This is an optimization exercise on Yosys and OpenROAD, whose aim is small area and a short achievable clock period, not a production implementation. Function was checked by simulation only, so behaviour that the tests miss may differ from the original. Power and IR drop assume default switching activity.

==> inputs of run a <==
Design mul_ci_pipe, start of the top module:
module mul_ci_pipe #(
    parameter int WIDTH = 32,
    parameter int PIPE  = 3
) (
    input  logic             clock,
    input  logic             aclr,
    input  logic             clken,
    input  logic             start,
    input  logic [2:0]       n,
    input  logic [WIDTH-1:0] dataa,
    input  logic [WIDTH-1:0] datab,
    output logic [WIDTH-1:0] result,
    output logic             done,
    output logic             busy
);
    logic        sign_a, sign_b;
    logic [34:0] bxe;
    logic [15:0] bo, bt, bn, bo_q, bt_q, bn_q;
    logic        bu_q;
    logic [31:0] a_q;
    logic        a_x_q;
    logic [2:0]  op1_q, op2_q;
    logic        v1_q, v2_q, v3_q;
    assign sign_a = (n == 3'd2) || (n == 3'd3) || (n == 3'd4) || (n == 3'd5);
    assign sign_b = (n == 3'd2) || (n == 3'd4) || (n == 3'd5);
    assign bxe    = {sign_b & datab[31], sign_b & datab[31], datab, 1'b0};
    always_comb begin
        for (int j = 0; j < 16; j++) begin
            bo[j] = bxe[2*j+1] ^ bxe[2*j];
            bt[j] = (bxe[2*j+2] & ~bxe[2*j+1] & ~bxe[2*j]) | (~bxe[2*j+2] & bxe[2*j+1] & bxe[2*j]);
            bn[j] = bxe[2*j+2] & ~(bxe[2*j+1] & bxe[2*j]);
        end
    end
    always_ff @(posedge clock) begin
        if (clken) begin
            a_q   <= dataa;
            a_x_q <= sign_a & dataa[31];
            bo_q  <= bo;
            bt_q  <= bt;
            bn_q  <= bn;
  ...
Settings: LEC_CHECK=0, CAP_MARGIN=20, CORE_MARGIN=2, CORE_UTILIZATION=45, CTS_CLUSTER_DIAMETER=150, CTS_CLUSTER_SIZE=20, PLACE_DENSITY=0.65, SLEW_MARGIN=20, SYNTH_HIERARCHICAL=1, SYNTH_MINIMUM_KEEP_SIZE=0; clock period 10.0 ns.
standard.sh (not shown) runs the stock make flow with config.mk's settings and CLKGATE_MAP_FILE= SYNTH_SCRIPT=/design/flow/synth_recipe.tcl, a recipe that flattens the netlist after the stock synthesis.
==> flow/flow/run.sh <==
#!/bin/bash
# The standard layout, with repair_timing aiming for more setup slack than the clock needs,
# so that the resizer works on the paths that set the achieved period, and clock tree
# synthesis without dummy balancing loads. Everything else (synthesis, constraints, clock
# period, floorplan, power grid) is the standard flow.
set -euo pipefail
bash standard.sh SETUP_SLACK_MARGIN=6.6 \
  "CTS_ARGS=-sink_clustering_enable -repair_clock_nets -sink_clustering_size 20 -sink_clustering_max_diameter 150 -dont_use_dummy_load" \
  finish > make_finish.log 2>&1
==> inputs of run b, as changes to run a <==
--- a/flow/flow/run.sh
+++ b/flow/flow/run.sh
@@ -5,5 +5,5 @@
 # period, floorplan, power grid) is the standard flow.
 set -euo pipefail
-bash standard.sh SETUP_SLACK_MARGIN=6.6 \
+bash standard.sh SETUP_SLACK_MARGIN=6.55 \
   "CTS_ARGS=-sink_clustering_enable -repair_clock_nets -sink_clustering_size 20 -sink_clustering_max_diameter 150 -dont_use_dummy_load" \
   finish > make_finish.log 2>&1
--- a/flow/config.mk
+++ b/flow/config.mk
@@ -8,8 +8,8 @@
 export CAP_MARGIN = 20
 export CORE_MARGIN = 2
-export CORE_UTILIZATION = 45
+export CORE_UTILIZATION = 40
 export CTS_CLUSTER_DIAMETER = 150
 export CTS_CLUSTER_SIZE = 20
-export PLACE_DENSITY = 0.65
+export PLACE_DENSITY = 0.6
 export SLEW_MARGIN = 20
 export SYNTH_HIERARCHICAL = 1
==> inputs of run c, as changes to run a <==
==> flow/flow/run.sh (replaced) <==
#!/bin/bash
# The standard layout, with repair_timing aiming for more setup slack than the clock needs,
# so that the resizer works on the paths that set the achieved period. Everything else
# (synthesis, constraints, clock period, floorplan, power grid) is the standard flow.
set -euo pipefail
bash standard.sh SETUP_SLACK_MARGIN=6.65 finish > make_finish.log 2>&1
--- a/flow/config.mk
+++ b/flow/config.mk
@@ -8,8 +8,8 @@
 export CAP_MARGIN = 20
 export CORE_MARGIN = 2
-export CORE_UTILIZATION = 45
+export CORE_UTILIZATION = 40
 export CTS_CLUSTER_DIAMETER = 150
 export CTS_CLUSTER_SIZE = 20
-export PLACE_DENSITY = 0.65
+export PLACE_DENSITY = 0.6
 export SLEW_MARGIN = 20
 export SYNTH_HIERARCHICAL = 1
==> inputs of run d, as changes to run a <==
==> flow/flow/run.sh (replaced) <==
#!/bin/bash
# The standard layout, with repair_timing aiming for more setup slack than the clock needs,
# so that the resizer works on the paths that set the achieved period. Everything else
# (synthesis, constraints, clock period, floorplan, power grid) is the standard flow.
set -euo pipefail
bash standard.sh SETUP_SLACK_MARGIN=6.6 finish > make_finish.log 2>&1
--- a/flow/config.mk
+++ b/flow/config.mk
@@ -8,8 +8,8 @@
 export CAP_MARGIN = 20
 export CORE_MARGIN = 2
-export CORE_UTILIZATION = 45
+export CORE_UTILIZATION = 40
 export CTS_CLUSTER_DIAMETER = 150
 export CTS_CLUSTER_SIZE = 20
-export PLACE_DENSITY = 0.65
+export PLACE_DENSITY = 0.6
 export SLEW_MARGIN = 20
 export SYNTH_HIERARCHICAL = 1
==> summary of the runs <==
- Run d finished with timing, DRC and antenna clean. Run c finished clean. Run b completed with no timing, DRC or antenna violations. Run a produced a clean layout.
- Routed wire length: run a < run b < run d < run c.
- In die area, run c and run d do not differ.
- Count of clock-buffer cells in the layout, lowest first: run a, run b, run d, run c.
- Maximum frequency: run d > run b > run c > run a.
- The highest worst hold slack belongs to run d, the lowest to run c.
- Final area, highest first: run c, run d, run a, run b.
- Final cell count: run a < run b < run d < run c.
- In synthesized cell count, run c and run a do not differ.
- Critical path depth: run b > run a > run c > run d.
==> figures <==
quantity                                                            run c                    run d                      run b                      run a
Slowest stage cell, crit path                       sky130_fd_sc_hd__fa_1   sky130_fd_sc_hd__buf_4  sky130_fd_sc_hd__edfxtp_1  sky130_fd_sc_hd__edfxtp_1
Multi-input combinational cell count                                 2620                     2620                       2619                       2619
Length of routed met3 wiring                                     16300 µm                 13500 µm                   14200 µm                   14800 µm
Comb group                                                        11.3 mW                  10.9 mW                    10.9 mW                    11.0 mW
Chip width                                                         329 µm                   329 µm                     329 µm                     310 µm
Vertical die dimension                                             329 µm                   329 µm                     329 µm                     310 µm
Run status                                        complete, no violations  complete, no violations    complete, no violations    complete, no violations
Clock buffer count from CTS                                            28                       28                         29                         28
Reg-to-reg critical path endpoint                                 s1_18_1                  s1_44_1               result_q[31]               result_q[22]
Data arrival time of the critical path                            3820 ps                  3810 ps                    3830 ps                    3840 ps
Beginning of the worst register-to-register path                  a_q[16]                 bn_q[12]                acc_hi_q[0]                acc_hi_q[0]
Share of the core filled with cells                                 45.6%                    44.3%                      44.0%                      49.7%
TAP cells                                                            1391                     1391                       1391                       1254
Final critical-path required period                               3460 ps                  3430 ps                    3460 ps                    3490 ps
Initial core utilization                                            40.2%                    40.2%                      40.2%                      45.3%
Count of nets after finishing                                        4183                     4147                       4148                       4146
Slew at the pin with the worst max-slew slack                     1050 ps                   918 ps                    1040 ps                    1040 ps
Routed length on met2                                            59700 µm                 58000 µm                   59400 µm                   56200 µm
Avg Vias per Cell                                                    6.09                     6.10                       6.11                       6.31
Net switching power of the design                                 7.44 mW                  7.28 mW                    7.32 mW                    7.27 mW

========
==> try-amber <==
Another version of the RTL of mul_ci_pipe (not shown whole).
clock: 10.0 ns
lec_check: 0
cap_margin: 20
core_margin: 2
core_utilization: 40
cts_cluster_diameter: 150
cts_cluster_size: 20
place_density: 0.6
slew_margin: 20
synth_hierarchical: 1
synth_minimum_keep_size: 0
==> flow/flow/run.sh <==
#!/bin/bash
# The standard layout, with repair_timing aiming for more setup slack than the clock needs,
# so that the resizer works on the paths that set the achieved period. Everything else
# (synthesis, constraints, clock period, floorplan, power grid) is the standard flow.
set -euo pipefail
bash standard.sh SETUP_SLACK_MARGIN=6.5 finish > make_finish.log 2>&1
==> try-quartz: changes against try-amber <==
--- a/flow/design.v
+++ b/flow/design.v
@@ -50,20 +50,15 @@
             v3_q <= 1'b0;
         end else if (clken) begin
             v1_q <= start;
             v2_q <= v1_q;
             v3_q <= v2_q;
         end
     end
-    logic busy_q;
-    always_ff @(posedge clock) begin
-        if (aclr) busy_q <= 1'b0;
-        else if (clken) busy_q <= start | v1_q | v2_q;
-    end
-    assign busy = busy_q;
+    assign busy = v1_q | v2_q | v3_q;
     logic sel_lo_q, sel_hi_q, sel_ah_q, is_mac_q, is_clr_q;
     always_ff @(posedge clock) begin
         if (clken) begin
             sel_lo_q <= (op2_q == 3'd0) || (op2_q == 3'd4) || (op2_q == 3'd5);
             sel_hi_q <= (op2_q == 3'd1) || (op2_q == 3'd2) || (op2_q == 3'd3);
             sel_ah_q <= (op2_q == 3'd6);
             is_mac_q <= (op2_q == 3'd4);
==> flow/run.sh (new file) <==
#!/bin/bash
# synth_recipe.tcl (not shown) runs the flow's synth.tcl, then flattens the netlist and writes it again
# the make line also repeats each setting of config.mk as NAME=value (left out here)
make -C /OpenROAD-flow-scripts/flow DESIGN_CONFIG=/design/flow/config.mk WORK_HOME=/design/flow/orfs CLKGATE_MAP_FILE= SYNTH_SCRIPT=/design/flow/synth_recipe.tcl finish
==> flow/config.mk (replaced) <==
export PLATFORM = sky130hd
export DESIGN_NAME = mul_ci_pipe
export DESIGN_NICKNAME = mul_ci_pipe
export VERILOG_FILES = /design/flow/design.v
export SDC_FILE = /design/flow/constraint.sdc
export NUM_CORES = 4
export LEC_CHECK = 0
export CAP_MARGIN = 20
export CORE_MARGIN = 2
export CORE_UTILIZATION = 55
export CTS_CLUSTER_SIZE = 30
export PLACE_DENSITY = 0.7
export SLEW_MARGIN = 20
export SYNTH_HIERARCHICAL = 1
export SYNTH_MINIMUM_KEEP_SIZE = 0
removed: flow/flow/run.sh
removed: flow/standard.sh
==> impl_metrics.yaml <==
power_and_ir_drop:
  p_total_mw: 17.5
  power.share.combinational: 0.634
  p_comb_mw: 11.1
  seqPwrFrac: 0.250
setup_path:
  cp_slowest_stage_delay_ns: 0.86
  endpoint: "pend_q[30]$_DFFE_PP_"
finish:
  num-nonclk-inverters: 38
  fin_cells: 4593
  syn2layout_area_growth_pct: 8.29
run_status:
  status: "no timing/DRC/antenna violations"
worst_hold_path:
  hold_path.startpoint: "s1_57_0$_DFFE_PP_"
sta:
  final.setup_skew_ns: 0.0461
global_route:
  grt_max_degree: 134
routing:
  drtIter0Drc: 4542
yosys:
  post_synth_fa_ha_maj_area_fraction: 0.279
clock_network:
  insertion_delay_ns: 0.65
# the run above: try-quartz

==> impl_metrics.yaml <==
clock_network:
  insertion_delay_ns: 0.66
worst_hold_path:
  hold_path.startpoint: "op1_q[2]$_DFFE_PP_"
power_and_ir_drop:
  p_comb_mw: 11.7
  seqPwrFrac: 0.254
  power.share.combinational: 0.674
  p_total_mw: 17.4
finish:
  fin_cells: 4961
  syn2layout_area_growth_pct: 9.26
  num-nonclk-inverters: 33
routing:
  drtIter0Drc: 3601
setup_path:
  cp_slowest_stage_delay_ns: 0.46
  endpoint: "result_q[31]$_DFFE_PP_"
  crit_chain: "buf_12, buf_4, and2_4, ha_4, o211a_4, a221oi_4, o21a_2, a41o_1, o21ai_2, a221o_2, mux2_4, a41oi_4"
run_status:
  status: "no timing/DRC/antenna violations"
global_route:
  grt_max_degree: 177
sta:
  final.setup_skew_ns: 0.0283
# the run above: try-amber

==> re-timing with driven ports <==
The results above use ideal ports. As a check the final layouts listed here were re-extracted and re-timed, cells and wires unchanged.
Step 1 assumes that a clkbuf_16 drives the clock port and a buf_2 every other input.
Step 2 adds t to the input delays and takes it off the output delays; t is the mean of the earliest and latest rising clock arrival at the registers after step 1. Input paths then give back, and output paths get back, about the clock's delay inside the block.
a / b / c = ideal ports / drivers / drivers and shift; a / b = the first two.
run	t, ns	setup slack, ns	hold slack, ns	latest minus earliest clock arrival (ns)	worst slew at a driven data input, ns
run a	0.680	6.506 / 6.506 / 5.930	0.425 / 0.425 / 0.425	0.046 / 0.046	0.07
run b	0.678	6.541 / 6.510 / 5.941	0.425 / 0.425 / 0.425	0.080 / 0.080	0.06
run c	0.707	6.539 / 6.539 / 6.046	0.422 / 0.422 / 0.422	0.065 / 0.065	0.07
run d	0.698	6.570 / 6.585 / 5.902	0.425 / 0.425 / 0.425	0.021 / 0.021	0.05
try-amber	0.718	6.528 / 6.485 / 6.010	0.425 / 0.425 / 0.425	0.029 / 0.029	0.06
try-quartz	0.685	5.541 / 5.573 / 4.887	0.416 / 0.416 / 0.416	0.049 / 0.049	0.05
After both steps setup and hold are still met in every run listed. For run d, which loses most, drivers alone change the setup slack by +0.015 ns; drivers and shift together by -0.668 ns.
